This is an optimization exercise on Yosys and OpenROAD, whose aim is a short achievable clock period and few clock cycles per item, not a production implementation.
RTL that was checked went through simulation tests only; none was proved equivalent to the original.
Only the layout flow was run in runs 3 and 4; the RTL was not checked for function there.
Power is estimated from default activity; no workload was simulated.

==> flow/design.v <==
`default_nettype none
package ppmdec_pkg;
  typedef struct packed {
    logic [7:0] data_byte;
    logic       start_of_file;
    logic       end_of_file;
  } ppmdec_in_t;
  typedef struct packed {
    logic [1:0]  result_kind;
    logic [7:0]  red;
    logic [7:0]  green;
    logic [7:0]  blue;
    logic [15:0] pixel_x;
    logic [15:0] pixel_y;
    logic [15:0] image_width;
    logic [15:0] image_height;
    logic [7:0]  max_value;
    logic [2:0]  error_code;
    logic        last_of_run;
  } ppmdec_out_t;
  localparam logic [2:0] PH_MAGIC  = 3'd0;
  localparam logic [2:0] PH_WIDTH  = 3'd1;
  localparam logic [2:0] PH_HEIGHT = 3'd2;
  localparam logic [2:0] PH_MAXVAL = 3'd3;
  localparam logic [2:0] PH_PIXELS = 3'd4;
  localparam logic [1:0] EV_NONE   = 2'd0;
  localparam logic [1:0] EV_ERROR  = 2'd1;
  localparam logic [1:0] EV_HEADER = 2'd2;
  localparam logic [1:0] EV_SAMPLE = 2'd3;
  localparam logic [1:0] KIND_HDR_ASCII = 2'd0;
  localparam logic [1:0] KIND_HDR_BIN   = 2'd1;
  localparam logic [1:0] KIND_PIXEL     = 2'd2;
  localparam logic [1:0] KIND_ERROR     = 2'd3;
  localparam logic [2:0] ERR_MAGIC      = 3'd0;
  localparam logic [2:0] ERR_INTEGER    = 3'd1;
  localparam logic [2:0] ERR_SIZE       = 3'd2;
  localparam logic [2:0] ERR_MAXVAL     = 3'd3;
  localparam logic [2:0] ERR_RANGE      = 3'd4;
  localparam logic [2:0] ERR_INCOMPLETE = 3'd5;
endpackage
`default_nettype wire
`default_nettype none
module ppm_image_stream_decoder_unit
#(
  parameter int MAX_DIM = 65535
) (
  input  wire logic        clk,
  input  wire logic        rst,
  input  wire logic        byte_valid,
  output logic             byte_stall,
  input  wire logic [9:0]  byte_data,
  output logic             result_valid,
  input  wire logic        result_stall,
  output logic [101:0]     result_data
);
  localparam logic [16:0] MAX_DIM_V = 17'(MAX_DIM);
  logic hold;
  assign byte_stall = hold;
  logic       in_v, in_sof, in_eof, force_sof;
  logic [7:0] in_b;
  always_ff @(posedge clk) begin
    if (rst) begin
      in_v <= 1'b0;
      force_sof <= 1'b1;
    end else if (!hold) begin
      in_v <= byte_valid;
      if (byte_valid) force_sof <= 1'b0;
    end
    if (!hold) begin
      in_b   <= byte_data[9:2];
      in_sof <= byte_data[1] | force_sof;
      in_eof <= byte_data[0];
    end
  end
  logic       c_v, c_sof, c_eof;
  logic [7:0] c_b;
  logic       c_ws, c_hash, c_lf, c_cr, c_dig, c_sign, c_minus, c_p, c_3, c_6;
  logic [3:0] c_dv;
  always_ff @(posedge clk) begin
    if (rst) c_v <= 1'b0;
    else if (!hold) c_v <= in_v;
    if (!hold) begin
      c_sof   <= in_sof;
      c_eof   <= in_eof;
      c_b     <= in_b;
      c_ws    <= (in_b == 8'h20) || (in_b >= 8'h09 && in_b <= 8'h0D);
      c_hash  <= (in_b == 8'h23);
      c_lf    <= (in_b == 8'h0A);
      c_cr    <= (in_b == 8'h0D);
      c_dig   <= (in_b >= 8'h30 && in_b <= 8'h39);
      c_sign  <= (in_b == 8'h2B) || (in_b == 8'h2D);
      c_minus <= (in_b == 8'h2D);
      c_p     <= (in_b == 8'h50);
      c_3     <= (in_b == 8'h33);
      c_6     <= (in_b == 8'h36);
      c_dv    <= in_b[3:0];
    end
  end
  logic [2:0]  t_ph;
  logic        t_txt;           
  logic        t_bin, t_cmt, t_st, t_ng, t_inv, t_dg, t_ovf, t_crs;
  logic [19:0] t_bcd;
  logic [1:0]  t_ml;
  logic        t_mp, t_m3, t_m6;
  logic        e_v, e_sof, e_eof, e_tok, e_smp;
  logic [2:0]  e_ph;
  logic        e_bin, e_mok, e_good, e_ng, e_ovf;
  logic [19:0] e_bcd;
  logic [7:0]  e_b;
  logic [2:0]  n_ph;
  logic        n_txt, n_bin, n_cmt, n_st, n_ng, n_inv, n_dg, n_ovf, n_crs;
  logic [19:0] n_bcd;
  logic [1:0]  n_ml;
  logic        n_mp, n_m3, n_m6;
  logic        is_char, fin, tok_end, smp;
  always_comb begin
    n_ph  = c_sof ? ppmdec_pkg::PH_MAGIC : t_ph;
    n_txt = c_sof ? 1'b1 : t_txt;
    n_bin = c_sof ? 1'b0 : t_bin;
    n_cmt = c_sof ? 1'b0 : t_cmt;
    n_st  = c_sof ? 1'b0 : t_st;
    n_ng  = c_sof ? 1'b0 : t_ng;
    n_inv = c_sof ? 1'b0 : t_inv;
    n_dg  = c_sof ? 1'b0 : t_dg;
    n_ovf = c_sof ? 1'b0 : t_ovf;
    n_crs = c_sof ? 1'b0 : t_crs;
    n_bcd = c_sof ? 20'd0 : t_bcd;
    n_ml  = c_sof ? 2'd0 : t_ml;
    n_mp  = c_sof ? 1'b0 : t_mp;
    n_m3  = c_sof ? 1'b0 : t_m3;
    n_m6  = c_sof ? 1'b0 : t_m6;
    is_char = 1'b0;
    fin     = 1'b0;
    smp     = 1'b0;
    if (n_cmt) begin
      if (c_lf) n_cmt = 1'b0;
    end else if (n_txt) begin
      if (c_ws || c_hash) begin
        fin = n_st;
        if (c_hash) n_cmt = 1'b1;
      end else begin
        is_char = 1'b1;
      end
    end else if (n_crs) begin
      n_crs = 1'b0;
      smp = !c_lf;
    end else begin
      smp = 1'b1;
    end
    if (is_char) begin
      if (n_ph == ppmdec_pkg::PH_MAGIC) begin
        if (n_ml == 2'd0) n_mp = c_p;
        if (n_ml == 2'd1) begin n_m3 = c_3; n_m6 = c_6; end
        if (n_ml != 2'd3) n_ml = n_ml + 2'd1;
      end else if (!n_st && c_sign) begin
        n_ng = c_minus;
      end else if (c_dig) begin
        n_ovf = n_ovf | (n_bcd[19:16] != 4'd0);
        n_bcd = {n_bcd[15:0], c_dv};
        n_dg  = 1'b1;
      end else begin
        n_inv = 1'b1;
      end
      n_st = 1'b1;
    end
  end
  assign tok_end = fin || (c_eof && is_char);
  always_ff @(posedge clk) begin
    if (rst) e_v <= 1'b0;
    else if (!hold) e_v <= c_v;
    if (!hold) begin
      e_sof  <= c_sof;
      e_eof  <= c_eof;
      e_tok  <= tok_end;
      e_smp  <= smp;
      e_ph   <= n_ph;
      e_bin  <= n_bin;
      e_mok  <= (n_ml == 2'd2) && n_mp && (n_m3 || n_m6);
      e_good <= n_dg && !n_inv;
      e_ng   <= n_ng;
      e_ovf  <= n_ovf;
      e_bcd  <= n_bcd;
      e_b    <= c_b;
    end
    if (!hold && c_v) begin
      t_cmt <= n_cmt;
      t_crs <= n_crs;
      if (tok_end) begin
        t_st <= 1'b0; t_ng <= 1'b0; t_inv <= 1'b0; t_dg <= 1'b0;
        t_ovf <= 1'b0; t_bcd <= 20'd0;
        t_ml <= 2'd0; t_mp <= 1'b0; t_m3 <= 1'b0; t_m6 <= 1'b0;
        t_bin <= n_bin;
        t_txt <= n_txt;
        t_ph  <= n_ph;
        unique case (n_ph)
          ppmdec_pkg::PH_MAGIC:  begin t_ph <= ppmdec_pkg::PH_WIDTH; t_bin <= n_m6; end
          ppmdec_pkg::PH_WIDTH:  t_ph <= ppmdec_pkg::PH_HEIGHT;
          ppmdec_pkg::PH_HEIGHT: t_ph <= ppmdec_pkg::PH_MAXVAL;
          ppmdec_pkg::PH_MAXVAL: begin
            t_ph <= ppmdec_pkg::PH_PIXELS;
            t_txt <= !n_bin;
            if (n_bin && fin && c_cr) t_crs <= 1'b1;
          end
          default: ;
        endcase
      end else begin
        t_st <= n_st; t_ng <= n_ng; t_inv <= n_inv; t_dg <= n_dg;
        t_ovf <= n_ovf; t_bcd <= n_bcd;
        t_ml <= n_ml; t_mp <= n_mp; t_m3 <= n_m3; t_m6 <= n_m6;
        t_bin <= n_bin; t_txt <= n_txt; t_ph <= n_ph;
      end
    end
  end
  logic        v1_v, v1_sof, v1_eof, v1_tok, v1_smp;
  logic [2:0]  v1_ph;
  logic        v1_bin, v1_mok, v1_good, v1_ng, v1_ovf, v1_nz;
  logic [16:0] v1_hi;
  logic [9:0]  v1_lo;
  logic [7:0]  v1_b;
  always_ff @(posedge clk) begin
    if (rst) v1_v <= 1'b0;
    else if (!hold) v1_v <= e_v;
    if (!hold) begin
      v1_sof <= e_sof; v1_eof <= e_eof; v1_tok <= e_tok; v1_smp <= e_smp;
      v1_ph <= e_ph; v1_bin <= e_bin; v1_mok <= e_mok; v1_good <= e_good;
      v1_ng <= e_ng; v1_ovf <= e_ovf; v1_b <= e_b;
      v1_nz <= e_ovf || (e_bcd != 20'd0);
      v1_hi <= 17'(e_bcd[19:16]) * 17'd10000 + 17'(e_bcd[15:12]) * 17'd1000;
      v1_lo <= 10'(e_bcd[11:8]) * 10'd100 + 10'(e_bcd[7:4]) * 10'd10 + 10'(e_bcd[3:0]);
    end
  end
  logic        v2_v, v2_sof, v2_eof, v2_tok, v2_smp;
  logic [2:0]  v2_ph;
  logic        v2_bin, v2_mok, v2_good, v2_neg, v2_ovf, v2_nz;
  logic [16:0] v2_val;
  logic [7:0]  v2_b;
  always_ff @(posedge clk) begin
    if (rst) v2_v <= 1'b0;
    else if (!hold) v2_v <= v1_v;
    if (!hold) begin
      v2_sof <= v1_sof; v2_eof <= v1_eof; v2_tok <= v1_tok; v2_smp <= v1_smp;
      v2_ph <= v1_ph; v2_bin <= v1_bin; v2_mok <= v1_mok; v2_good <= v1_good;
      v2_neg <= v1_ng && v1_nz; v2_ovf <= v1_ovf; v2_nz <= v1_nz; v2_b <= v1_b;
      v2_val <= v1_hi + 17'(v1_lo);
    end
  end
  logic [15:0] hw, hh;
  logic [7:0]  hm;
  logic        v_big, v_le255;
  logic [15:0] v_dim;
  logic [1:0]  v_kind;
  logic [2:0]  v_code;
  logic [7:0]  v_s;
  logic        v_bad;
  always_comb begin
    v_big   = v2_ovf || (v2_val > MAX_DIM_V);
    v_le255 = !v2_ovf && (v2_val[16:8] == 9'd0);
    v_dim   = (v2_neg || v_big) ? 16'd0 : v2_val[15:0];
    v_kind  = ppmdec_pkg::EV_NONE;
    v_code  = ppmdec_pkg::ERR_MAGIC;
    v_s     = v2_val[7:0];
    v_bad   = 1'b0;
    if (v2_tok) begin
      if (v2_ph == ppmdec_pkg::PH_MAGIC) begin
        if (!v2_mok) v_kind = ppmdec_pkg::EV_ERROR;
      end else if (!v2_good) begin
        v_kind = ppmdec_pkg::EV_ERROR; v_code = ppmdec_pkg::ERR_INTEGER;
      end else if (v2_ph == ppmdec_pkg::PH_MAXVAL) begin
        if (hw == 16'd0 || hh == 16'd0) begin
          v_kind = ppmdec_pkg::EV_ERROR; v_code = ppmdec_pkg::ERR_SIZE;
        end else if (v2_neg || !v2_nz || !v_le255) begin
          v_kind = ppmdec_pkg::EV_ERROR; v_code = ppmdec_pkg::ERR_MAXVAL;
        end else begin
          v_kind = ppmdec_pkg::EV_HEADER;
        end
      end else if (v2_ph == ppmdec_pkg::PH_PIXELS) begin
        v_kind = ppmdec_pkg::EV_SAMPLE;
        v_bad  = v2_neg || !v_le255 || (v2_val[7:0] > hm);
      end
    end else if (v2_smp) begin
      v_kind = ppmdec_pkg::EV_SAMPLE;
      v_s    = v2_b;
      v_bad  = v2_b > hm;
    end
  end
  localparam int NK = 11;
  logic [NK-1:0]        p_v, p_sof, p_eof, p_bin, p_bad;
  logic [NK-1:0][1:0]   p_kind;
  logic [NK-1:0][2:0]   p_code;
  logic [NK-1:0][15:0]  p_w, p_h;
  logic [NK-1:0][7:0]   p_m;
  logic [NK-1:0][16:0]  p_x;    
  logic [NK-1:0][9:0]   d_t;
  logic [NK-1:0]        d_ge;
  always_comb begin
    d_t  = '0;
    d_ge = '0;
    for (int k = 3; k < NK; k++) begin
      d_t[k]  = {p_x[k-1][16:8], p_x[k-1][7]};
      d_ge[k] = d_t[k] >= {1'b0, p_m[k-1], 1'b0};
    end
  end
  always_ff @(posedge clk) begin
    if (rst) p_v <= '0;
    else if (!hold) p_v <= {p_v[NK-2:0], v2_v};
    if (!hold) begin
      p_sof[0]  <= v2_sof;
      p_eof[0]  <= v2_eof;
      p_bin[0]  <= v2_bin;
      p_kind[0] <= v_kind;
      p_code[0] <= v_code;
      p_bad[0]  <= v_bad;
      p_w[0]    <= hw;
      p_h[0]    <= hh;
      p_m[0]    <= (v_kind == ppmdec_pkg::EV_HEADER) ? v2_val[7:0] : hm;
      p_x[0]    <= {9'd0, v_s};
      for (int k = 1; k < NK; k++) begin
        p_sof[k]  <= p_sof[k-1];
        p_eof[k]  <= p_eof[k-1];
        p_bin[k]  <= p_bin[k-1];
        p_kind[k] <= p_kind[k-1];
        p_code[k] <= p_code[k-1];
        p_bad[k]  <= p_bad[k-1];
        p_w[k]    <= p_w[k-1];
        p_h[k]    <= p_h[k-1];
        p_m[k]    <= p_m[k-1];
      end
      p_x[1] <= {1'b0, p_x[0][7:0], 8'd0} - {9'd0, p_x[0][7:0]};
      p_x[2] <= {p_x[1][15:0], 1'b0} + {9'd0, p_m[1]};
      for (int k = 3; k < NK; k++) begin
        p_x[k][16:8] <= d_ge[k] ? 9'(d_t[k] - {1'b0, p_m[k-1], 1'b0}) : d_t[k][8:0];
        p_x[k][7:0]  <= {p_x[k-1][6:0], d_ge[k]};
      end
    end
    if (!hold && v2_v && v2_tok) begin
      if (v2_ph == ppmdec_pkg::PH_WIDTH)  hw <= v_dim;
      if (v2_ph == ppmdec_pkg::PH_HEIGHT) hh <= v_dim;
      if (v2_ph == ppmdec_pkg::PH_MAXVAL) hm <= v2_val[7:0];
    end
  end
  localparam int SK = NK - 1;
  logic        s_stop, s_done, s_rf;
  logic [1:0]  s_comp;
  logic [7:0]  s_red, s_green;
  logic [15:0] s_col, s_row, s_wm1, s_hm1;
  logic [15:0] s_col1, s_row1;
  logic        s_lastc, s_lastr;
  ppmdec_pkg::ppmdec_out_t r1, r2;
  logic        r1v, r2v;
  logic        q_stop, q_done, q_rf;
  logic [1:0]  q_comp;
  logic [7:0]  q_s;
  logic        act;
  always_comb begin
    q_stop = p_sof[SK] ? 1'b0 : s_stop;
    q_done = p_sof[SK] ? 1'b0 : s_done;
    q_comp = p_sof[SK] ? 2'd0 : s_comp;
    q_rf   = p_sof[SK] ? 1'b0 : s_rf;
    q_s    = p_bad[SK] ? 8'd0 : p_x[SK][7:0];
    act    = p_v[SK] && !q_stop && !q_done;
    r1 = '0;
    r2 = '0;
    r1v = 1'b0;
    r2v = 1'b0;
    if (act) begin
      unique case (p_kind[SK])
        ppmdec_pkg::EV_ERROR: begin
          r1v = 1'b1; r1.result_kind = ppmdec_pkg::KIND_ERROR; r1.error_code = p_code[SK];
          q_stop = 1'b1;
        end
        ppmdec_pkg::EV_HEADER: begin
          r1v = 1'b1;
          r1.result_kind  = p_bin[SK] ? ppmdec_pkg::KIND_HDR_BIN : ppmdec_pkg::KIND_HDR_ASCII;
          r1.image_width  = p_w[SK];
          r1.image_height = p_h[SK];
          r1.max_value    = p_m[SK];
          q_comp = 2'd0; q_rf = 1'b0;
        end
        ppmdec_pkg::EV_SAMPLE: begin
          if (q_comp == 2'd2) begin
            q_comp = 2'd0;
            r1v = 1'b1;
            if (q_rf || p_bad[SK]) begin
              r1.result_kind = ppmdec_pkg::KIND_ERROR; r1.error_code = ppmdec_pkg::ERR_RANGE;
              q_stop = 1'b1;
            end else begin
              r1.result_kind = ppmdec_pkg::KIND_PIXEL;
              r1.red = s_red; r1.green = s_green; r1.blue = q_s;
              r1.pixel_x = s_col; r1.pixel_y = s_row;
              if (s_lastc && s_lastr) q_done = 1'b1;
            end
          end else begin
            q_comp = q_comp + 2'd1;
            q_rf = q_rf || p_bad[SK];
          end
        end
        default: ;
      endcase
    end
    if (p_v[SK] && p_eof[SK] && !q_stop && !q_done) begin
      r2v = 1'b1; r2.result_kind = ppmdec_pkg::KIND_ERROR; r2.error_code = ppmdec_pkg::ERR_INCOMPLETE;
      q_stop = 1'b1;
    end
    r1.last_of_run = !r2v;
    r2.last_of_run = 1'b1;
  end
  logic        rr_v, rr_two;
  ppmdec_pkg::ppmdec_out_t rr_a, rr_b;
  always_ff @(posedge clk) begin
    s_col1  <= s_col + 16'd1;
    s_row1  <= s_row + 16'd1;
    s_lastc <= (s_col == s_wm1);
    s_lastr <= (s_row == s_hm1);
    if (rst) rr_v <= 1'b0;
    else if (!hold) rr_v <= r1v || r2v;
    if (!hold) begin
      rr_two <= r1v && r2v;
      rr_a   <= r1v ? r1 : r2;
      rr_b   <= r2;
    end
    if (!hold && p_v[SK]) begin
      s_stop <= q_stop;
      s_done <= q_done;
      s_comp <= q_comp;
      s_rf   <= q_rf;
      if (act && p_kind[SK] == ppmdec_pkg::EV_HEADER) begin
        s_col <= 16'd0; s_row <= 16'd0;
        s_wm1 <= p_w[SK] - 16'd1;
        s_hm1 <= p_h[SK] - 16'd1;
      end
      if (act && p_kind[SK] == ppmdec_pkg::EV_SAMPLE) begin
        if (s_comp == 2'd0 || p_sof[SK]) s_red <= q_s;
        if (s_comp == 2'd1 && !p_sof[SK]) s_green <= q_s;
        if (q_comp == 2'd0 && !q_stop) begin
          if (s_lastc) begin
            s_col <= 16'd0; s_row <= s_row1;
          end else begin
            s_col <= s_col1;
          end
        end
      end
    end
  end
  logic [3:0][101:0] q_mem;
  logic [1:0]  q_wp, q_rp;
  logic [2:0]  q_cnt, q_cnt_n;
  logic        push, pop;
  logic        out_v;
  ppmdec_pkg::ppmdec_out_t out_d;
  assign push = rr_v && !hold;
  assign pop  = !out_v && (q_cnt != 3'd0);
  assign q_cnt_n = q_cnt + (push ? (rr_two ? 3'd2 : 3'd1) : 3'd0) - (pop ? 3'd1 : 3'd0);
  always_ff @(posedge clk) begin
    if (rst) begin
      q_cnt <= 3'd0; q_wp <= 2'd0; q_rp <= 2'd0; out_v <= 1'b0; hold <= 1'b0;
    end else begin
      q_cnt <= q_cnt_n;
      hold  <= (q_cnt_n > 3'd2);
      if (push) q_wp <= q_wp + (rr_two ? 2'd2 : 2'd1);
      if (pop) q_rp <= q_rp + 2'd1;
      if (out_v) out_v <= result_stall;
      else out_v <= (q_cnt != 3'd0);
    end
    for (int i = 0; i < 4; i++) begin
      if (push && q_wp == 2'(i)) q_mem[i] <= rr_a;
      if (push && rr_two && q_wp == 2'(i - 1)) q_mem[i] <= rr_b;
    end
    if (pop) out_d <= q_mem[q_rp];
  end
  assign result_valid = out_v;
  assign result_data  = out_d;
endmodule
`default_nettype wire
==> flow/run.sh <==
#!/bin/bash
# synth_recipe.tcl (not shown) runs the flow's synth.tcl, then flattens the netlist and writes it again
# the make line also repeats each setting of config.mk as NAME=value (left out here)
make -C /OpenROAD-flow-scripts/flow DESIGN_CONFIG=/design/flow/config.mk WORK_HOME=/design/flow/orfs CLKGATE_MAP_FILE= SYNTH_SCRIPT=/design/flow/synth_recipe.tcl finish
==> flow/config.mk <==
export PLATFORM = sky130hd
export DESIGN_NAME = ppm_image_stream_decoder_unit
export DESIGN_NICKNAME = ppm_image_stream_decoder_unit
export VERILOG_FILES = /design/flow/design.v
export SDC_FILE = /design/flow/constraint.sdc
export NUM_CORES = 4
export LEC_CHECK = 0
export ABC_CLOCK_PERIOD_IN_PS = 2500
export CAP_MARGIN = 20
export CORE_MARGIN = 2
export CORE_UTILIZATION = 40
export SETUP_SLACK_MARGIN = 5
export SLEW_MARGIN = 20
==> flow/constraint.sdc <==
create_clock -name core_clock -period 8.0 [get_ports {clk}]
set_input_delay 1.6000 -clock core_clock [delete_from_list [all_inputs] [get_ports {clk}]]
set_output_delay 1.6000 -clock core_clock [all_outputs]
set_load 0.01 [all_outputs]
==> results.ini, run 1 <==
[grt]
grt_max_degree = 185
grt_antenna_before_repair = 1
grt.overflow.total = 0
grt_pass1_vias = 31890
grt_pass1_wl_um = 178600
grt_usage_pct = 13.38

[power]
peakVddDrop_uv = 371.7
p_leak_nw = 27.55
total_power_mw = 31.54
power_density_mw_per_mm2 = 414.0

[synthesis]
synth_edf_count = 1617
synth-seq-cells = 1678
synth_compound_area_share_pct = 2.843
ys_warn_count = 1
ys.flop_type = edfxtp_1
syn-instance-count = 3954
yosys.area_share.simple_pct = 9.258
avgSynthCellArea_sq_um = 16.85
async_reset_ff_share_pct = 0
synth_fp_nets = 4165
synth_area_sq_mm = 0.06664
synth_xor_area_share_pct = 2.373
muxShareOfSynthArea_pct = 5.068
yosysSeqAreaShare_pct = 74.70
ys_types = 74
synth_top_family_by_area = simple AND/OR/NAND/NOR gates
yosys.area_share.adder_pct = 3.992

[placement]
place_congestion = 0.7826
dp_cells = 6177
io_buffers = 117
placed_cell_area_sq_mm = 0.07055
post-dp-hpwl_um = 69550

[clocking]
numCtsBuffers = 167
cts_hold_buffers = 0
cts_max_level = 4
clkTransAtPathRegs_ns = 0.06
cts_tree = built
root_buffer = clkbuf_16
clockBufferDepth = 3
clock-sinks = 1678
clock_latency_ns = 0.77

[route]
drc = 0
wl_met3_um = 4801
drt_iter0_drc = 1950
vias_per_cell = 4.822
met1_length_um = 49600
top_layer = met4
wire_per_inst_um = 17.41
wl_met2_um = 56250
first_pass_iters = 5
ant_nets = 0
num_vias = 31400
wl_um = 113400

[layout]
final_cell_mix = edfxtp_1, nor2b_1, and2_1, clkbuf_16, inv_1
final_cell_count_no_fill = 6512
fin_nets = 4399
final_common_cell = edfxtp_1
drive_gt1_share_pct = 15.57
syn_to_final_growth_pct = 14.32
utilization_pct = 46.12
final_cell_area_sq_mm = 0.07618

[critical_path]
critical_path_arrival_ns = 4.35
cp_cell_sequence = fa_1 -> buf_4 -> fa_1 -> ha_1 -> nand2b_1 -> a21boi_0 -> a31oi_4 -> a21oi_2 -> xnor2_1 -> ha_1 -> nand2_2 -> o21ai_2 -> o21ai_2 -> nor3b_2 -> xnor3_1
crit_buf_inv = 1
worst_setup_path_end_kind = flip-flop
crit_path_max_incr_delay_ns = 0.54
cp_max_fo = 4
critPathKind = flip-flop to flip-flop
rrSetupSlack_ns = 4.15
crit_path_start_kind = flip-flop
critPathSlowestCell = fa_1
cp.required_ns = 8.50
crit_family = adder cells

[timing]
worst_pin_slew_ns = 0.9696
finalCriticalPeriod_ns = 3.849
setup_violations = 0
rsz0062_at_grt = true
finClkSkew_ns = 0.03538
hold_violations = 0
period_share_pct = 48.11
relSlewSlack_pct = 35.36
fmax_ghz = 0.2598
slew_viol_final = 0

[status]
outcome = complete, no violations

[die]
row_count = 149
die_w_um = 412.2
io_pins = 118
core_sq_mm = 0.1652
initial_core_util_pct = 40.34
dieArea_sq_mm = 0.1699
dieHeight_um = 412.2

[job]
drv_cap = 0

[min_path]
min_path_type = flip-flop to flip-flop

==> per-stage QoR <==
| step | setup TNS, ns | hold WS, ns | worst slack, ns |
|---|---|---|---|
| 5_1_grt | 0 | 0.3947 | 3.950 |
| 6_report | 0 | 0.3815 | 4.151 |
| 2_1_floorplan | -9714.73 | 0.4003 | -9.127 |
| 4_1_cts | 0 | 0.3855 | 4.162 |
| 3_3_place_gp | 0 | 0.4003 | 3.637 |
| 3_5_place_dp | 0 | 0.4045 | 3.612 |
==> worst paths after layout <==
check | startpoint | cells past startpoint | to
hold reg to reg | p_x[39] | 0 | p_x[57]
setup reg to reg | e_bcd[13] | 15 | v1_hi[16]
setup / recovery | e_bcd[13] | 15 | v1_hi[16]
hold / removal | p_x[39] | 0 | p_x[57]
==> timing repair <==
action,in CTS,in global routing
resized for setup,453,44
endpoints found under the setup margin,672,629
buffers inserted,18,10
cloned,1,1
endpoints found under the hold margin,0,0
pin swaps,22,29
==> power by group <==
| part | total (mW) | internal [mW] | switching (mW) |
|---|---|---|---|
| clock | 7.74 | 4.53 | 3.21 |
| sequential | 15.2 | 14.0 | 1.21 |
| combinational | 8.60 | 3.83 | 4.77 |
| total | 31.5 | 22.3 | 9.19 |
==> cell type report <==
class                           instances  area [sq um]
Inverter                              176         664.4
Tap cell                             2189          2739
Antenna cell                            1         2.502
Fill cell                           14170         89000
Clock buffer                          208          4478
Timing Repair Buffer                  193          1415
Clock inverter                         95          1020
Sequential cell                      1678         49790
Multi-Input combinational cell       1972         16070
==> sequential cells by signal, indices dropped and copies added (netlist names), 17 cells and up <==
signal,count
out_d,102
v2_val,17
p_code,22
p_x,81
p_h,176
q_mem,408
rr_a,102
e_bcd,20
p_w,176
t_bcd,20
d_t,79
p_kind,22
p_m,88
==> kinds of logic after synthesis <==
family / count (synthesis)
fa+ha+maj: 197
buf+inv: 304
simple gates: 1090
compound gates: 303
xor+xnor: 179
mux: 203
flops: 1678
==> metal layers <==
layer,track usage (%),vias up
li1,-,15200
met1,17.39,15450
met2,22.63,550
met3,2.495,197
met4,4.348,0
met5,0,-
==> synthesized netlist by cell type, drive strengths merged, types with 12 or more instances <==
cell,n,area [sq um]
xor2,54,473.0
and3,73,456.7
dfxtp,61,1221
nor3,33,180.2
ha,171,2140
buf,23,123.9
xnor2,124,1086
a31o,17,148.9
mux2i,46,460.4
a21o,19,142.6
and2,175,1095
nand3b,20,150.1
nor2,169,636.9
fa,26,520.5
a21oi,73,365.4
mux2,55,619.3
nor4,28,205.2
mux4,102,2297
edfxtp,1617,48560
nor2b,344,2152
inv,176,660.6
o21ai,103,519.3
nand4,27,168.9
nand2,115,434.2
nand2b,23,151.4
a31oi,12,75.07
clkbuf,105,394.1
nand3,38,190.2
Testbench counts, summed over its fixed seeds: cycles 61,437, items 61,285.
==> inputs of run 2 (changes only) <==
--- a/flow/config.mk
+++ b/flow/config.mk
@@ -7,3 +7,2 @@
 export LEC_CHECK = 0
-export ABC_CLOCK_PERIOD_IN_PS = 2500
 export CAP_MARGIN = 20
@@ -11,3 +10,2 @@
 export CORE_UTILIZATION = 40
-export SETUP_SLACK_MARGIN = 5
 export SLEW_MARGIN = 20
==> run 2 against run 1 <==
Non-clock buffer count fell by 30. Register-to-register slack worse by 0.57 ns. Clock power hardly changed. Core utilization shrank 0.066 points. Sequential cell count unchanged. Sequential power is essentially flat. Count of clock-buffer cells in the layout unchanged. Combinational power decreased by 7.1%. Hold slack better by 0.0014 ns. Largest cell class unchanged.
==> results.ini, run 2 <==
[die]
dieHeight_um = 412.2
initial_core_util_pct = 40.34
die_w_um = 412.2
row_count = 149
io_pins = 118
dieArea_sq_mm = 0.1699
core_sq_mm = 0.1652

[timing]
relSlewSlack_pct = 32.05
rsz0062_at_grt = false
fmax_ghz = 0.2265
fin_tns_setup_ns = 0
worst_pin_slew_ns = 1.019
hold_violations = 0
slew_viol_final = 0
finClkSkew_ns = 0.03406
finalCriticalPeriod_ns = 4.416
fin_ws_ns = 3.584
period_share_pct = 55.20
setup_violations = 0

[clocking]
root_buffer = clkbuf_16
numCtsBuffers = 167
clockBufferDepth = 3
cts_tree = built
post_cts.repair.setup_buffers = 0
cts.repair.resized = 0
cts_max_level = 4
clock_latency_ns = 0.77
clkTransAtPathRegs_ns = 0.06
clock-sinks = 1678
cts_hold_buffers = 0

[synthesis]
synth_area_sq_mm = 0.06664
ys.flop_type = edfxtp_1
synth_area_leader_cell = edfxtp_1
async_reset_ff_share_pct = 0
syn-instance-count = 3954
avgSynthCellArea_sq_um = 16.85
synth_fp_nets = 4165
ys_types = 74
synthMostInstantiatedCell = edfxtp_1
ys_warn_count = 1
synth_commonest_cells = edfxtp_1, nor2b_1, and2_1, inv_1, ha_1
synth_top_area_share_pct = 72.87
yosysSeqAreaShare_pct = 74.70
synth-seq-cells = 1678
synth.area.top_cells = edfxtp_1, mux4_2, nor2b_1
synth_edf_count = 1617

[critical_path]
critPathSlowestCell = fa_1
r2r-start = e_bcd[14]
critical_path_arrival_ns = 4.91
cp-startpoint = e_bcd[14]
crit_path_start_kind = flip-flop
crit_path_max_incr_delay_ns = 0.62
cp_max_fo = 6
cp_cell_sequence = fa_1 -> inv_1 -> fa_1 -> inv_1 -> ha_1 -> nor2b_1 -> o21ai_0 -> a21oi_1 -> o21ai_0 -> nand2_1 -> xor2_1 -> ha_1 -> nand2_1 -> o21ai_0 -> o21ai_0 -> nor3b_1 -> xnor3_1
cp.required_ns = 8.50
cpMostUsedCell = o21ai_0
worst_setup_path_end_kind = flip-flop
critPathKind = flip-flop to flip-flop

[layout]
final_cell_mix = edfxtp_1, nor2b_1, and2_1, inv_1, clkbuf_16
fin_nets = 4369
largest_reg_flops = 408
drive_gt1_share_pct = 11.58
final_cell_area_sq_mm = 0.07607
regMostFlops = q_mem
syn_to_final_growth_pct = 14.16
reg_top3 = q_mem: 408 flops, p_h: 176 flops, p_w: 176 flops
final_common_cell = edfxtp_1

[route]
drt_iter0_drc = 1893
ant_nets = 0
num_vias = 31250
first_pass_iters = 7
wire_per_inst_um = 17.23
drc = 0
wl_um = 111700
vias_per_cell = 4.820

[grt]
grt_antenna_before_repair = 0
grt_pass1_wl_um = 177200
grt_max_degree = 185
grt_pass1_vias = 31700
grt_usage_pct = 13.26
grt.overflow.total = 0

[min_path]
min_path_type = flip-flop to flip-flop
hold_path.startpoint = p_x[39]

[power]
power_density_mw_per_mm2 = 406.8
p_leak_nw = 27.31
swShare_pct = 28.59
pwr-share-comb_pct = 25.8
peakVddDrop_uv = 305.3
clkPwrFrac_pct = 25.0
sequentialPowerShare_pct = 49.2
p_sw_mw = 8.847
p_int_mw = 22.10

[placement]
placed_cell_area_sq_mm = 0.07055
place_ws_ns = 3.612
post-dp-hpwl_um = 69550
io_buffers = 117
place_congestion = 0.7826

[status]
outcome = complete, no violations

[job]
drv_cap = 0

==> run 2: worst max-delay path: cells and delay by family (launching register included) <==
family | cells | cell delay, ns
AND/OR/NAND/NOR | 4 | 0.57
XOR/XNOR | 2 | 0.42
buffers and inverters | 2 | 0.14
adder cells (fa/ha/maj) | 4 | 1.77
AO/OA/AOI/OAI | 5 | 0.74
flip-flops | 1 | 0.51
==> run 2: kinds of logic after synthesis <==
family	count (synthesis)	synth area share, %
DFF	1678	74.70
and+or+nand+nor	1090	9.258
buffers and inverters	304	1.769
AOI/OAI and AO/OA	303	2.843
muxes	203	5.068
adders and majority gates	197	3.992
xor gates and xnor gates	179	2.373
==> run 2: path summary, 6_finish.rpt <==
kind / to / slack, ns / cells after the start
setup reg to reg: v1_hi[16] / 3.58 / 17
hold reg to reg: p_x[57] / 0.38 / 0
setup / recovery: v1_hi[16] / 3.58 / 17
hold / removal: p_x[57] / 0.38 / 0
==> run 2: per-layer routing <==
| layer | up-vias | wire (um) | track usage (%) |
|---|---|---|---|
| li1 | 15150 | - | - |
| met1 | 15350 | 48750 | 17.21 |
| met2 | 560 | 55780 | 22.49 |
| met3 | 186 | 4644 | 2.464 |
| met4 | 0 | 2541 | 4.273 |
| met5 | - | 0 | 0 |
==> run 2: power by group through the flow <==
stage | combinational (mW) | sequential [mW] | clock (mW)
after CTS | 8.10 | 15.3 | 7.97
final | 7.99 | 15.2 | 7.73
after global routing | 9.04 | 15.6 | 8.30
after detailed placement | 8.05 | 15.5 | 0
after global placement | 7.91 | 15.3 | 0
after floorplan | 5.03 | 15.2 | 0
==> run 2: metrics by stage <==
| stage | utilization, % | hold slack (ns) | power (mW) | instances |
|---|---|---|---|---|
| 3_5_place_dp | 42.71 | 0.4045 | 23.50 | 6177 |
| 3_3_place_gp | 42.71 | 0.4003 | 23.26 | 6177 |
| 5_1_grt | 46.05 | 0.3947 | 32.89 | 6481 |
| 4_1_cts | 46.04 | 0.3855 | 31.35 | 6480 |
| 6_report | 46.06 | 0.3829 | 30.95 | 6482 |
| 2_1_floorplan | - | 0.4003 | 20.24 | 3954 |
==> run 2: final cells by class <==
| type | instances | area [sq um] |
|---|---|---|
| repair buffers | 163 | 1579 |
| inverters | 176 | 664.4 |
| multi-input cells | 1972 | 15800 |
| fillers | 14180 | 89100 |
| clock inverters | 95 | 1020 |
| flip-flops and latches | 1678 | 49790 |
| clock buffers | 208 | 4478 |
| diodes | 1 | 2.502 |
| well taps | 2189 | 2739 |
==> inputs of run 3 (changes only) <==
--- a/flow/design.v
+++ b/flow/design.v
@@ -114,3 +114,3 @@
   logic        n_mp, n_m3, n_m6;
-  logic        is_char, fin, tok_end, smp;
+  logic        is_char, fin, tok_end, smp, n_mok;
   always_comb begin
@@ -166,2 +166,3 @@
   end
+  assign n_mok = (n_ml == 2'd2) && n_mp && (n_m3 || n_m6);
   assign tok_end = fin || (c_eof && is_char);
@@ -177,3 +178,3 @@
       e_bin  <= n_bin;
-      e_mok  <= (n_ml == 2'd2) && n_mp && (n_m3 || n_m6);
+      e_mok  <= n_mok;
       e_good <= n_dg && !n_inv;
@@ -195,3 +196,3 @@
         unique case (n_ph)
-          ppmdec_pkg::PH_MAGIC:  begin t_ph <= ppmdec_pkg::PH_WIDTH; t_bin <= n_m6; end
+          ppmdec_pkg::PH_MAGIC:  if (n_mok) begin t_ph <= ppmdec_pkg::PH_WIDTH; t_bin <= n_m6; end
           ppmdec_pkg::PH_WIDTH:  t_ph <= ppmdec_pkg::PH_HEIGHT;
@@ -216,5 +217,5 @@
   logic        v1_bin, v1_mok, v1_good, v1_ng, v1_ovf, v1_nz;
-  logic [16:0] v1_hi;
-  logic [9:0]  v1_lo;
-  logic [7:0]  v1_b;
+  logic [6:0]  v1_a, v1_b;
+  logic [3:0]  v1_c;
+  logic [7:0]  v1_byte;
   always_ff @(posedge clk) begin
@@ -225,6 +226,7 @@
       v1_ph <= e_ph; v1_bin <= e_bin; v1_mok <= e_mok; v1_good <= e_good;
-      v1_ng <= e_ng; v1_ovf <= e_ovf; v1_b <= e_b;
+      v1_ng <= e_ng; v1_ovf <= e_ovf; v1_byte <= e_b;
       v1_nz <= e_ovf || (e_bcd != 20'd0);
-      v1_hi <= 17'(e_bcd[19:16]) * 17'd10000 + 17'(e_bcd[15:12]) * 17'd1000;
-      v1_lo <= 10'(e_bcd[11:8]) * 10'd100 + 10'(e_bcd[7:4]) * 10'd10 + 10'(e_bcd[3:0]);
+      v1_a <= 7'(e_bcd[19:16]) * 7'd10 + 7'(e_bcd[15:12]);
+      v1_b <= 7'(e_bcd[11:8]) * 7'd10 + 7'(e_bcd[7:4]);
+      v1_c <= e_bcd[3:0];
     end
@@ -234,4 +236,5 @@
   logic        v2_bin, v2_mok, v2_good, v2_neg, v2_ovf, v2_nz;
-  logic [16:0] v2_val;
-  logic [7:0]  v2_b;
+  logic [16:0] v2_hi;
+  logic [9:0]  v2_lo;
+  logic [7:0]  v2_byte;
   always_ff @(posedge clk) begin
@@ -242,4 +245,20 @@
       v2_ph <= v1_ph; v2_bin <= v1_bin; v2_mok <= v1_mok; v2_good <= v1_good;
-      v2_neg <= v1_ng && v1_nz; v2_ovf <= v1_ovf; v2_nz <= v1_nz; v2_b <= v1_b;
-      v2_val <= v1_hi + 17'(v1_lo);
+      v2_neg <= v1_ng && v1_nz; v2_ovf <= v1_ovf; v2_nz <= v1_nz; v2_byte <= v1_byte;
+      v2_hi <= {v1_a, 10'd0} - {6'd0, v1_a, 4'd0} - {7'd0, v1_a, 3'd0};
+      v2_lo <= {v1_b, 3'd0} + {2'd0, v1_b, 1'd0} + 10'(v1_c);
+    end
+  end
+  logic        v3_v, v3_sof, v3_eof, v3_tok, v3_smp;
+  logic [2:0]  v3_ph;
+  logic        v3_bin, v3_mok, v3_good, v3_neg, v3_ovf, v3_nz;
+  logic [16:0] v3_val;
+  logic [7:0]  v3_byte;
+  always_ff @(posedge clk) begin
+    if (rst) v3_v <= 1'b0;
+    else if (!hold) v3_v <= v2_v;
+    if (!hold) begin
+      v3_sof <= v2_sof; v3_eof <= v2_eof; v3_tok <= v2_tok; v3_smp <= v2_smp;
+      v3_ph <= v2_ph; v3_bin <= v2_bin; v3_mok <= v2_mok; v3_good <= v2_good;
+      v3_neg <= v2_neg; v3_ovf <= v2_ovf; v3_nz <= v2_nz; v3_byte <= v2_byte;
+      v3_val <= v2_hi + 17'(v2_lo);
     end
@@ -255,18 +274,18 @@
   always_comb begin
-    v_big   = v2_ovf || (v2_val > MAX_DIM_V);
-    v_le255 = !v2_ovf && (v2_val[16:8] == 9'd0);
-    v_dim   = (v2_neg || v_big) ? 16'd0 : v2_val[15:0];
+    v_big   = v3_ovf || (v3_val > MAX_DIM_V);
+    v_le255 = !v3_ovf && (v3_val[16:8] == 9'd0);
+    v_dim   = (v3_neg || v_big) ? 16'd0 : v3_val[15:0];
     v_kind  = ppmdec_pkg::EV_NONE;
     v_code  = ppmdec_pkg::ERR_MAGIC;
-    v_s     = v2_val[7:0];
+    v_s     = v3_val[7:0];
     v_bad   = 1'b0;
-    if (v2_tok) begin
-      if (v2_ph == ppmdec_pkg::PH_MAGIC) begin
-        if (!v2_mok) v_kind = ppmdec_pkg::EV_ERROR;
-      end else if (!v2_good) begin
+    if (v3_tok) begin
+      if (v3_ph == ppmdec_pkg::PH_MAGIC) begin
+        if (!v3_mok) v_kind = ppmdec_pkg::EV_ERROR;
+      end else if (!v3_good) begin
         v_kind = ppmdec_pkg::EV_ERROR; v_code = ppmdec_pkg::ERR_INTEGER;
-      end else if (v2_ph == ppmdec_pkg::PH_MAXVAL) begin
+      end else if (v3_ph == ppmdec_pkg::PH_MAXVAL) begin
         if (hw == 16'd0 || hh == 16'd0) begin
           v_kind = ppmdec_pkg::EV_ERROR; v_code = ppmdec_pkg::ERR_SIZE;
-        end else if (v2_neg || !v2_nz || !v_le255) begin
+        end else if (v3_neg || !v3_nz || !v_le255) begin
           v_kind = ppmdec_pkg::EV_ERROR; v_code = ppmdec_pkg::ERR_MAXVAL;
@@ -275,13 +294,16 @@
         end
-      end else if (v2_ph == ppmdec_pkg::PH_PIXELS) begin
+      end else if (v3_ph == ppmdec_pkg::PH_PIXELS) begin
         v_kind = ppmdec_pkg::EV_SAMPLE;
-        v_bad  = v2_neg || !v_le255 || (v2_val[7:0] > hm);
+        v_bad  = v3_neg || !v_le255 || (v3_val[7:0] > hm);
       end
-    end else if (v2_smp) begin
+    end else if (v3_smp) begin
       v_kind = ppmdec_pkg::EV_SAMPLE;
-      v_s    = v2_b;
-      v_bad  = v2_b > hm;
+      v_s    = v3_byte;
+      v_bad  = v3_byte > hm;
     end
   end
+  logic [1:0][31:0] hq;
+  logic             hq_wp, hq_rp;
   localparam int NK = 11;
+  localparam int SK = NK - 1;
   logic [NK-1:0]        p_v, p_sof, p_eof, p_bin, p_bad;
@@ -289,3 +311,2 @@
   logic [NK-1:0][2:0]   p_code;
-  logic [NK-1:0][15:0]  p_w, p_h;
   logic [NK-1:0][7:0]   p_m;
@@ -303,8 +324,14 @@
   always_ff @(posedge clk) begin
-    if (rst) p_v <= '0;
-    else if (!hold) p_v <= {p_v[NK-2:0], v2_v};
+    if (rst) begin
+      p_v <= '0; hq_wp <= 1'b0; hq_rp <= 1'b0;
+    end else if (!hold) begin
+      p_v <= {p_v[NK-2:0], v3_v};
+      if (v3_v && v_kind == ppmdec_pkg::EV_HEADER) hq_wp <= !hq_wp;
+      if (p_v[SK] && p_kind[SK] == ppmdec_pkg::EV_HEADER) hq_rp <= !hq_rp;
+    end
+    if (!hold && v3_v && v_kind == ppmdec_pkg::EV_HEADER) hq[hq_wp] <= {hw, hh};
     if (!hold) begin
-      p_sof[0]  <= v2_sof;
-      p_eof[0]  <= v2_eof;
-      p_bin[0]  <= v2_bin;
+      p_sof[0]  <= v3_sof;
+      p_eof[0]  <= v3_eof;
+      p_bin[0]  <= v3_bin;
       p_kind[0] <= v_kind;
@@ -312,5 +339,3 @@
       p_bad[0]  <= v_bad;
-      p_w[0]    <= hw;
-      p_h[0]    <= hh;
-      p_m[0]    <= (v_kind == ppmdec_pkg::EV_HEADER) ? v2_val[7:0] : hm;
+      p_m[0]    <= (v_kind == ppmdec_pkg::EV_HEADER) ? v3_val[7:0] : hm;
       p_x[0]    <= {9'd0, v_s};
@@ -323,4 +348,2 @@
         p_bad[k]  <= p_bad[k-1];
-        p_w[k]    <= p_w[k-1];
-        p_h[k]    <= p_h[k-1];
         p_m[k]    <= p_m[k-1];
@@ -334,9 +357,9 @@
     end
-    if (!hold && v2_v && v2_tok) begin
-      if (v2_ph == ppmdec_pkg::PH_WIDTH)  hw <= v_dim;
-      if (v2_ph == ppmdec_pkg::PH_HEIGHT) hh <= v_dim;
-      if (v2_ph == ppmdec_pkg::PH_MAXVAL) hm <= v2_val[7:0];
+    if (!hold && v3_v && v3_tok) begin
+      if (v3_ph == ppmdec_pkg::PH_WIDTH)  hw <= v_dim;
+      if (v3_ph == ppmdec_pkg::PH_HEIGHT) hh <= v_dim;
+      if (v3_ph == ppmdec_pkg::PH_MAXVAL) hm <= v3_val[7:0];
     end
   end
-  localparam int SK = NK - 1;
+  localparam int RW = 62;
   logic        s_stop, s_done, s_rf;
@@ -347,3 +370,5 @@
   logic        s_lastc, s_lastr;
-  ppmdec_pkg::ppmdec_out_t r1, r2;
+  logic [1:0]  r_kind;
+  logic [2:0]  r_code;
+  logic [55:0] r_pay;
   logic        r1v, r2v;
@@ -352,3 +377,5 @@
   logic [7:0]  q_s;
+  logic [31:0] s_hsz;
   logic        act;
+  assign s_hsz = hq[hq_rp];
   always_comb begin
@@ -360,4 +387,5 @@
     act    = p_v[SK] && !q_stop && !q_done;
-    r1 = '0;
-    r2 = '0;
+    r_kind = ppmdec_pkg::KIND_ERROR;
+    r_code = 3'd0;
+    r_pay  = '0;
     r1v = 1'b0;
@@ -367,3 +395,3 @@
         ppmdec_pkg::EV_ERROR: begin
-          r1v = 1'b1; r1.result_kind = ppmdec_pkg::KIND_ERROR; r1.error_code = p_code[SK];
+          r1v = 1'b1; r_code = p_code[SK];
           q_stop = 1'b1;
@@ -372,6 +400,4 @@
           r1v = 1'b1;
-          r1.result_kind  = p_bin[SK] ? ppmdec_pkg::KIND_HDR_BIN : ppmdec_pkg::KIND_HDR_ASCII;
-          r1.image_width  = p_w[SK];
-          r1.image_height = p_h[SK];
-          r1.max_value    = p_m[SK];
+          r_kind = p_bin[SK] ? ppmdec_pkg::KIND_HDR_BIN : ppmdec_pkg::KIND_HDR_ASCII;
+          r_pay  = {s_hsz, p_m[SK], 16'd0};
           q_comp = 2'd0; q_rf = 1'b0;
@@ -383,8 +409,7 @@
             if (q_rf || p_bad[SK]) begin
-              r1.result_kind = ppmdec_pkg::KIND_ERROR; r1.error_code = ppmdec_pkg::ERR_RANGE;
+              r_code = ppmdec_pkg::ERR_RANGE;
               q_stop = 1'b1;
             end else begin
-              r1.result_kind = ppmdec_pkg::KIND_PIXEL;
-              r1.red = s_red; r1.green = s_green; r1.blue = q_s;
-              r1.pixel_x = s_col; r1.pixel_y = s_row;
+              r_kind = ppmdec_pkg::KIND_PIXEL;
+              r_pay  = {s_red, s_green, q_s, s_col, s_row};
               if (s_lastc && s_lastr) q_done = 1'b1;
@@ -400,10 +425,9 @@
     if (p_v[SK] && p_eof[SK] && !q_stop && !q_done) begin
-      r2v = 1'b1; r2.result_kind = ppmdec_pkg::KIND_ERROR; r2.error_code = ppmdec_pkg::ERR_INCOMPLETE;
+      r2v = 1'b1;
       q_stop = 1'b1;
     end
-    r1.last_of_run = !r2v;
-    r2.last_of_run = 1'b1;
+    if (!r1v) r_code = ppmdec_pkg::ERR_INCOMPLETE;
   end
-  logic        rr_v, rr_two;
-  ppmdec_pkg::ppmdec_out_t rr_a, rr_b;
+  logic          rr_v, rr_two;
+  logic [RW-1:0] rr_a;
   always_ff @(posedge clk) begin
@@ -417,4 +441,3 @@
       rr_two <= r1v && r2v;
-      rr_a   <= r1v ? r1 : r2;
-      rr_b   <= r2;
+      rr_a   <= {r_kind, r_code, !(r1v && r2v), r_pay};
     end
@@ -427,4 +450,4 @@
         s_col <= 16'd0; s_row <= 16'd0;
-        s_wm1 <= p_w[SK] - 16'd1;
-        s_hm1 <= p_h[SK] - 16'd1;
+        s_wm1 <= s_hsz[31:16] - 16'd1;
+        s_hm1 <= s_hsz[15:0] - 16'd1;
       end
@@ -443,3 +466,5 @@
   end
-  logic [3:0][101:0] q_mem;
+  localparam logic [RW-1:0] RES_INCOMPLETE =
+    {ppmdec_pkg::KIND_ERROR, ppmdec_pkg::ERR_INCOMPLETE, 1'b1, 56'd0};
+  logic [3:0][RW-1:0] q_mem;
   logic [1:0]  q_wp, q_rp;
@@ -448,3 +473,4 @@
   logic        out_v;
-  ppmdec_pkg::ppmdec_out_t out_d;
+  logic [RW-1:0] q_head;
+  ppmdec_pkg::ppmdec_out_t out_d, q_full;
   assign push = rr_v && !hold;
@@ -452,2 +478,21 @@
   assign q_cnt_n = q_cnt + (push ? (rr_two ? 3'd2 : 3'd1) : 3'd0) - (pop ? 3'd1 : 3'd0);
+  assign q_head = q_mem[q_rp];
+  always_comb begin
+    q_full = '0;
+    q_full.result_kind = q_head[61:60];
+    q_full.error_code  = q_head[59:57];
+    q_full.last_of_run = q_head[56];
+    if (q_head[61:60] == ppmdec_pkg::KIND_PIXEL) begin
+      q_full.red     = q_head[55:48];
+      q_full.green   = q_head[47:40];
+      q_full.blue    = q_head[39:32];
+      q_full.pixel_x = q_head[31:16];
+      q_full.pixel_y = q_head[15:0];
+    end
+    if (!q_head[61]) begin
+      q_full.image_width  = q_head[55:40];
+      q_full.image_height = q_head[39:24];
+      q_full.max_value    = q_head[23:16];
+    end
+  end
   always_ff @(posedge clk) begin
@@ -465,5 +510,5 @@
       if (push && q_wp == 2'(i)) q_mem[i] <= rr_a;
-      if (push && rr_two && q_wp == 2'(i - 1)) q_mem[i] <= rr_b;
+      if (push && rr_two && q_wp == 2'(i - 1)) q_mem[i] <= RES_INCOMPLETE;
     end
-    if (pop) out_d <= q_mem[q_rp];
+    if (pop) out_d <= q_full;
   end
--- a/flow/config.mk
+++ b/flow/config.mk
@@ -7,2 +7,3 @@
 export LEC_CHECK = 0
+export ABC_CLOCK_PERIOD_IN_PS = 2500
 export CAP_MARGIN = 20
@@ -10,2 +11,3 @@
 export CORE_UTILIZATION = 40
+export SETUP_SLACK_MARGIN = 5
 export SLEW_MARGIN = 20
==> run 3 against run 2 <==
Critical endpoint is now result_data[95]. Fmax up 51%. Sequential share of layout area down 7.6 points. Hold slack better by 0.011 ns. Area after synthesis down 23%. Global-route usage up 2.1 points. Setup slack better by 1.5 ns. Sequential cell count down 447. Sequential power down 26%. Highest routed layer unchanged. Largest cell class unchanged.
==> results.ini, run 3 <==
[status]
outcome = complete, no violations

[die]
core_sq_mm = 0.1272
die_w_um = 361.6
io_pins = 118
dieHeight_um = 361.6
initial_core_util_pct = 40.22
dieArea_sq_mm = 0.1308
row_count = 131

[clocking]
numCtsBuffers = 130
cts_max_level = 4
root_buffer = clkbuf_16
cts_hold_buffers = 0
clock_latency_ns = 0.74
cts_tree = built
clkTransAtPathRegs_ns = 0.06
clockBufferDepth = 3
clock-sinks = 1231

[layout]
reg_top3 = q_mem: 248 flops, out_d: 102 flops, p_m: 88 flops
num_antenna_cells = 0
drive_gt1_share_pct = 13.52
final_cell_mix = edfxtp_1, nand2_1, dfxtp_1, a21oi_1, nor2_1
regMostFlops = q_mem
fin_nets = 4288
regArea_sq_mm = 0.03385
utilization_pct = 46.01
multi_input_area_sq_mm = 0.01632
fill_cells = 11320
final_common_cell = edfxtp_1
syn_to_final_growth_pct = 14.38
largest_reg_flops = 248

[synthesis]
synth_top_area_share_pct = 53.94
avgSynthCellArea_sq_um = 12.86
ys.flop_type = edfxtp_1
synth_area_leader_cell = edfxtp_1
synth_edf_count = 919
synth_fp_nets = 4156
ys_types = 87
yosysSeqAreaShare_pct = 66.15
synth_area_sq_mm = 0.05116
syn-instance-count = 3977
synth-seq-cells = 1231
ys_warn_count = 1
synthMostInstantiatedCell = edfxtp_1
synth_commonest_cells = edfxtp_1, nand2_1, a21oi_1
synth.area.top_cells = edfxtp_1, dfxtp_1, nand2_1
async_reset_ff_share_pct = 0

[route]
first_pass_iters = 6
drt_iter0_drc = 2146
drc = 0
top_layer = met4
ant_nets = 0
num_vias = 29580
wl_met3_um = 4061
wl_um = 99880
met1_length_um = 44460
wire_per_inst_um = 17.00
vias_per_cell = 5.032
wl_met2_um = 48500

[critical_path]
cp_cell_sequence = clkdlybuf4s15_1
cp_max_fo = 1
cp.required_ns = 6.40
r2r_cells = 5
r2r-start = v3_val[9]
crit_path_max_incr_delay_ns = 0.36
critical_path_arrival_ns = 1.33
critPathKind = flip-flop to output pin
crit_family = flip-flops
worst_setup_path_end_kind = output pin
rrSetupSlack_ns = 5.15
crit_path_start_kind = flip-flop
critPathSlowestCell = edfxtp_1
crit_buf_inv = 1

[grt]
grt_usage_pct = 15.31
grt_pass1_wl_um = 160200
grt_pass1_vias = 29300
grt.overflow.total = 0
grt_antenna_before_repair = 0
grt_max_degree = 90

[timing]
slew_viol_final = 0
relSlewSlack_pct = 35.29
period_share_pct = 36.66
finClkSkew_ns = 0.02938
setup_violations = 0
worst_pin_slew_ns = 0.9706
fin_ws_ns = 5.067
hold_violations = 0
fmax_ghz = 0.3409
finalCriticalPeriod_ns = 2.933
rsz0062_at_grt = true

[placement]
place_ws_ns = 3.946
place_congestion = 0.8075
io_buffers = 117
post-dp-hpwl_um = 63760

[min_path]
whs_endpoint = p_x[174]
min_path_cells = 0
min_path_type = flip-flop to flip-flop
hold_path.startpoint = p_x[156]

[job]
drv_cap = 0

[power]
peakVddDrop_uv = 251.4
power_density_mw_per_mm2 = 411.2
p_leak_nw = 21.32

## run 3: worst register-to-register path, stage by stage (launching register included)
cell      delay [ns]
edfxtp_1        0.37
or4_1           0.56
or4b_1          0.54
and4bb_4        0.53
and3_1          0.22
buf_6           0.29
## run 3: power by group
group | switching [mW] | internal [mW] | total [mW]
registers | 1.12 | 10.0 | 11.2
logic | 3.86 | 2.97 | 6.83
clock network | 2.45 | 3.61 | 6.07
total | 7.43 | 16.6 | 24.1
## run 3: worst max path at each step
stage	cells after the start	startpoint	to
floorplan	8	hold	hold
global placement	4	hold	rr_a[34]
detailed placement	4	hold	p_m[87]
CTS	1	out_d[70]	result_data[70]
global route	8	hold	q_mem[235]
finish	1	out_d[95]	result_data[95]
## run 3: routing by layer
metal	up-vias	global-route usage [%]
li1	14530	-
met4	0	6.070
met3	189	2.459
met2	633	25.97
met5	-	0
met1	14230	19.62
## run 3: cell type report
cell class | count | area share, %
clock inverter | 64 | 1.193
timing repair buffer | 167 | 2.269
clock buffer | 174 | 6.237
sequential | 1231 | 57.85
tap | 1662 | 3.554
multi-input combinational | 2423 | 27.89
timing repair inverter | 1 | 0.008553
inverter | 155 | 1.001
## run 3: stage by stage
stage	instances	instance area (sq um)	power (mW)	hold slack (ns)	setup TNS (ns)
finish	5877	58520	24.06	0.3943	0
global route	5877	58520	25.62	0.4060	0
CTS	5874	58510	24.35	0.3976	0
detailed placement	5630	54300	18.33	0.4045	0
global placement	5630	54300	18.16	0.4007	0
floorplan	3977	51480	16.49	0.4003	-1396.57
## run 3: cells by family after synthesis
family / synth area share [%]
buffers and inverters: 2.499
flip-flops: 66.15
XOR/XNOR: 3.047
AND/OR/NAND/NOR: 12.12
multiplexers: 5.337
adder cells (fa/ha/maj): 4.270
AO/OA/AOI/OAI: 6.579
## run 3: what timing repair did
item                       4_1_cts  5_1_grt
setup buffers                    5        2
pin swaps                        1        1
setup endpoints to repair      604      337
gates cloned                     1        1
resized for setup              339       17
==> inputs of run 4 (changes only) <==
==> flow/flow/run.sh (new file) <==
#!/bin/bash
# Standard layout, with the resizer's setup repair aiming below the clock
# period (a larger slack margin); everything else as the standard flow's own flow.
set -euo pipefail
bash standard.sh SETUP_SLACK_MARGIN=6 finish > standard_flow.log 2>&1
==> flow/standard.sh (new file) <==
#!/bin/bash
# synth_recipe.tcl (not shown) runs the flow's synth.tcl, then flattens the netlist and writes it again
# the make line also repeats each setting of config.mk as NAME=value (left out here)
make -C /OpenROAD-flow-scripts/flow DESIGN_CONFIG=/design/flow/config.mk WORK_HOME=/design/flow/orfs CLKGATE_MAP_FILE= SYNTH_SCRIPT=/design/flow/synth_recipe.tcl "${@:-finish}"
--- a/flow/config.mk
+++ b/flow/config.mk
@@ -11,3 +11,2 @@
 export CORE_UTILIZATION = 40
-export SETUP_SLACK_MARGIN = 5
 export SLEW_MARGIN = 20
removed: flow/run.sh
==> run 4 against run 3 <==
Still clean. Hold slack better by 0.0032 ns. Critical path depth unchanged. First-iteration DRC count up 26%. Setup slack better by 0.0088 ns. Combinational power up 54%. Wire length up 25%. Core utilization up 6.3 points. Area after synthesis unchanged. Sequential share of layout area down 6.9 points. Count of clock-buffer cells in the layout unchanged. Global-route usage up 2.5 points. Largest power group unchanged.
==> results.ini, run 4 <==
[status]
outcome = complete, no violations

[job]
drv_cap = 0

[timing]
fin_ws_ns = 5.076
relSlewSlack_pct = 44.00
slew_viol_final = 0
worst_pin_slew_ns = 0.8391
fin_tns_setup_ns = 0
period_share_pct = 36.55
holdWs_ns = 0.3975
finClkSkew_ns = 0.02997
rsz0062_at_grt = true
hold_violations = 0
fmax_ghz = 0.3420
setup_violations = 0
finalCriticalPeriod_ns = 2.924

[critical_path]
critPathSlowestCell = edfxtp_1
crit_path_max_incr_delay_ns = 0.42
cp_max_fo = 1
cp.required_ns = 6.40
crit_end = result_data[70]
rrSetupSlack_ns = 5.38
worst_setup_path_end_kind = output pin
r2r_cells = 6
critical_path_arrival_ns = 1.32
crit_buf_inv = 1
crit_family = flip-flops
cp_cell_sequence = buf_2
cp.depth = 1
crit_path_start_kind = flip-flop
critPathKind = flip-flop to output pin
r2r-start = v3_val[9]
cp-startpoint = out_d[70]

[die]
io_pins = 118
initial_core_util_pct = 40.22
row_count = 131
dieArea_sq_mm = 0.1308
core_sq_mm = 0.1272
dieHeight_um = 361.6
die_w_um = 361.6

[grt]
grt_pass1_vias = 31960
grt_usage_pct = 17.81
grt_max_degree = 90
grt_pass1_wl_um = 182000
grt_antenna_before_repair = 0
grt.overflow.total = 0

[synthesis]
synth.area.top_cells = edfxtp_1, dfxtp_1, nand2_1
synth_area_sq_mm = 0.05116
avgSynthCellArea_sq_um = 12.86
synth_fp_nets = 4156
ys_types = 87
ys.flop_type = edfxtp_1
synthMostInstantiatedCell = edfxtp_1
synth_commonest_cells = edfxtp_1, nand2_1, a21oi_1
syn-instance-count = 3977
ys_warn_count = 1
synth-seq-cells = 1231
synth_edf_count = 919
synth_top_area_share_pct = 53.94
yosysSeqAreaShare_pct = 66.15
synth_area_leader_cell = edfxtp_1
async_reset_ff_share_pct = 0

[layout]
regMostFlops = q_mem
final_cell_count_no_fill = 6285
final_cell_mix = edfxtp_1, nand2_1, dfxtp_1, buf_4, a21oi_1
largest_reg_flops = 248
fill_cells = 10360
utilization_pct = 52.29
drive_gt1_share_pct = 30.63
fin_nets = 4696
final_common_cell = edfxtp_1
syn_to_final_growth_pct = 30.00
num_antenna_cells = 0
reg_top3 = q_mem: 248 flops, out_d: 102 flops, p_m: 88 flops
final_cell_area_sq_mm = 0.06651

[min_path]
hold_path.startpoint = p_x[156]
min_path_type = flip-flop to flip-flop

[route]
wire_per_inst_um = 19.87
drt_iter0_drc = 2702
ant_nets = 0
first_pass_iters = 7
wl_um = 124900
vias_per_cell = 5.192
num_vias = 32630
drc = 0

[clocking]
cts_tree = built
clockBufferDepth = 3
clock-sinks = 1231
clock_latency_ns = 0.75
root_buffer = clkbuf_16
cts_max_level = 4
cts_hold_buffers = 0
numCtsBuffers = 130
clkTransAtPathRegs_ns = 0.06

[power]
sequentialPowerShare_pct = 40.4
swShare_pct = 31.95
power_density_mw_per_mm2 = 417.9
p_leak_nw = 24.63
peakVddDrop_uv = 280.7
p_int_mw = 18.91
pwr-share-comb_pct = 37.6
total_power_mw = 27.79
p_sw_mw = 8.878
clkPwrFrac_pct = 22.0

[placement]
placed_cell_area_sq_mm = 0.05430
place_ws_ns = 3.946
dp_cells = 5630
place_congestion = 0.8075
io_buffers = 117
post-dp-hpwl_um = 63760

==> run 4: routing by layer <==
layer | routed length, um | up-vias | GRT usage, %
li1 | - | 15390 | -
met1 | 50570 | 15980 | 21.61
met2 | 62660 | 962 | 30.74
met3 | 5872 | 297 | 3.035
met4 | 5799 | 0 | 8.676
met5 | 0 | - | 0
==> run 4: power groups by stage <==
stage	clock, mW	combinational (mW)	sequential [mW]
final	6.10	10.5	11.2
after detailed placement	0	6.98	11.3
after global placement	0	6.87	11.3
after global routing	6.47	11.4	11.5
after floorplan	0	5.07	11.4
after CTS	6.23	9.05	11.2
==> run 4: repair_timing <==
item | CTS | global route
resized for setup | 1006 | 293
endpoints found under the hold margin | 0 | 0
setup endpoints to repair | 1494 | 958
pin swaps | 210 | 135
cloned | 49 | 23
setup buffers | 238 | 107
==> run 4: kinds of logic after synthesis <==
group	Yosys count	synth area share, %
compound gates	566	6.579
xor+xnor	178	3.047
fa+ha+maj	165	4.270
mux	187	5.337
simple gates	1326	12.12
buf+inv	324	2.499
flops	1231	66.15
==> run 4: worst min-delay path by stage <==
stage	slack, ns	to	cells after the start
CTS	0.40	p_x[174]	0
floorplan	0.40	c_eof	0
global route	0.40	p_x[176]	0
global placement	0.40	p_sof[5]	0
finish	0.40	p_x[174]	0
detailed placement	0.40	p_bad[10]	0
==> run 4: area by class of cell <==
type	count	area (sq um)	share of cell area, %
clock buffers	174	3650	5.488
clock inverters	64	698.2	1.050
inverters	155	588.1	0.8842
multi-input cells	2432	19420	29.20
flip-flops and latches	1231	33870	50.92
well taps	1662	2079	3.127
repair buffers	566	6201	9.324
repair inverters	1	5.005	0.007525

==> afterwards: timing with drivers on the ports <==
How much do the figures lean on ideal ports? The routed layouts below were timed once more, with nothing changed but the port constraints.
Step 1: set_driving_cell puts a clkbuf_16 on clk and a buf_2 on each other input, an assumption about the parent block.
Step 2 times the ports against the registers' clock, not the clock port: input delays grow and output delays shrink by t, the midpoint of the rising clock arrivals with the driver on.
Three values: ideal ports, drivers, drivers and shift; two values: the first two.
run	t, ns	setup slack, ns	hold slack, ns	worst setup path after step 2
run 1	0.833	4.151 / 4.151 / 4.151	0.381 / 0.381 / 0.381	register to register
run 2	0.834	3.584 / 3.584 / 3.584	0.383 / 0.383 / 0.383	register to register
run 3	0.793	5.067 / 5.003 / 5.149	0.394 / 0.394 / 0.394	register to register
run 4	0.800	5.076 / 5.011 / 5.274	0.397 / 0.397 / 0.397	input to register
After both steps every run listed still meets setup and hold.
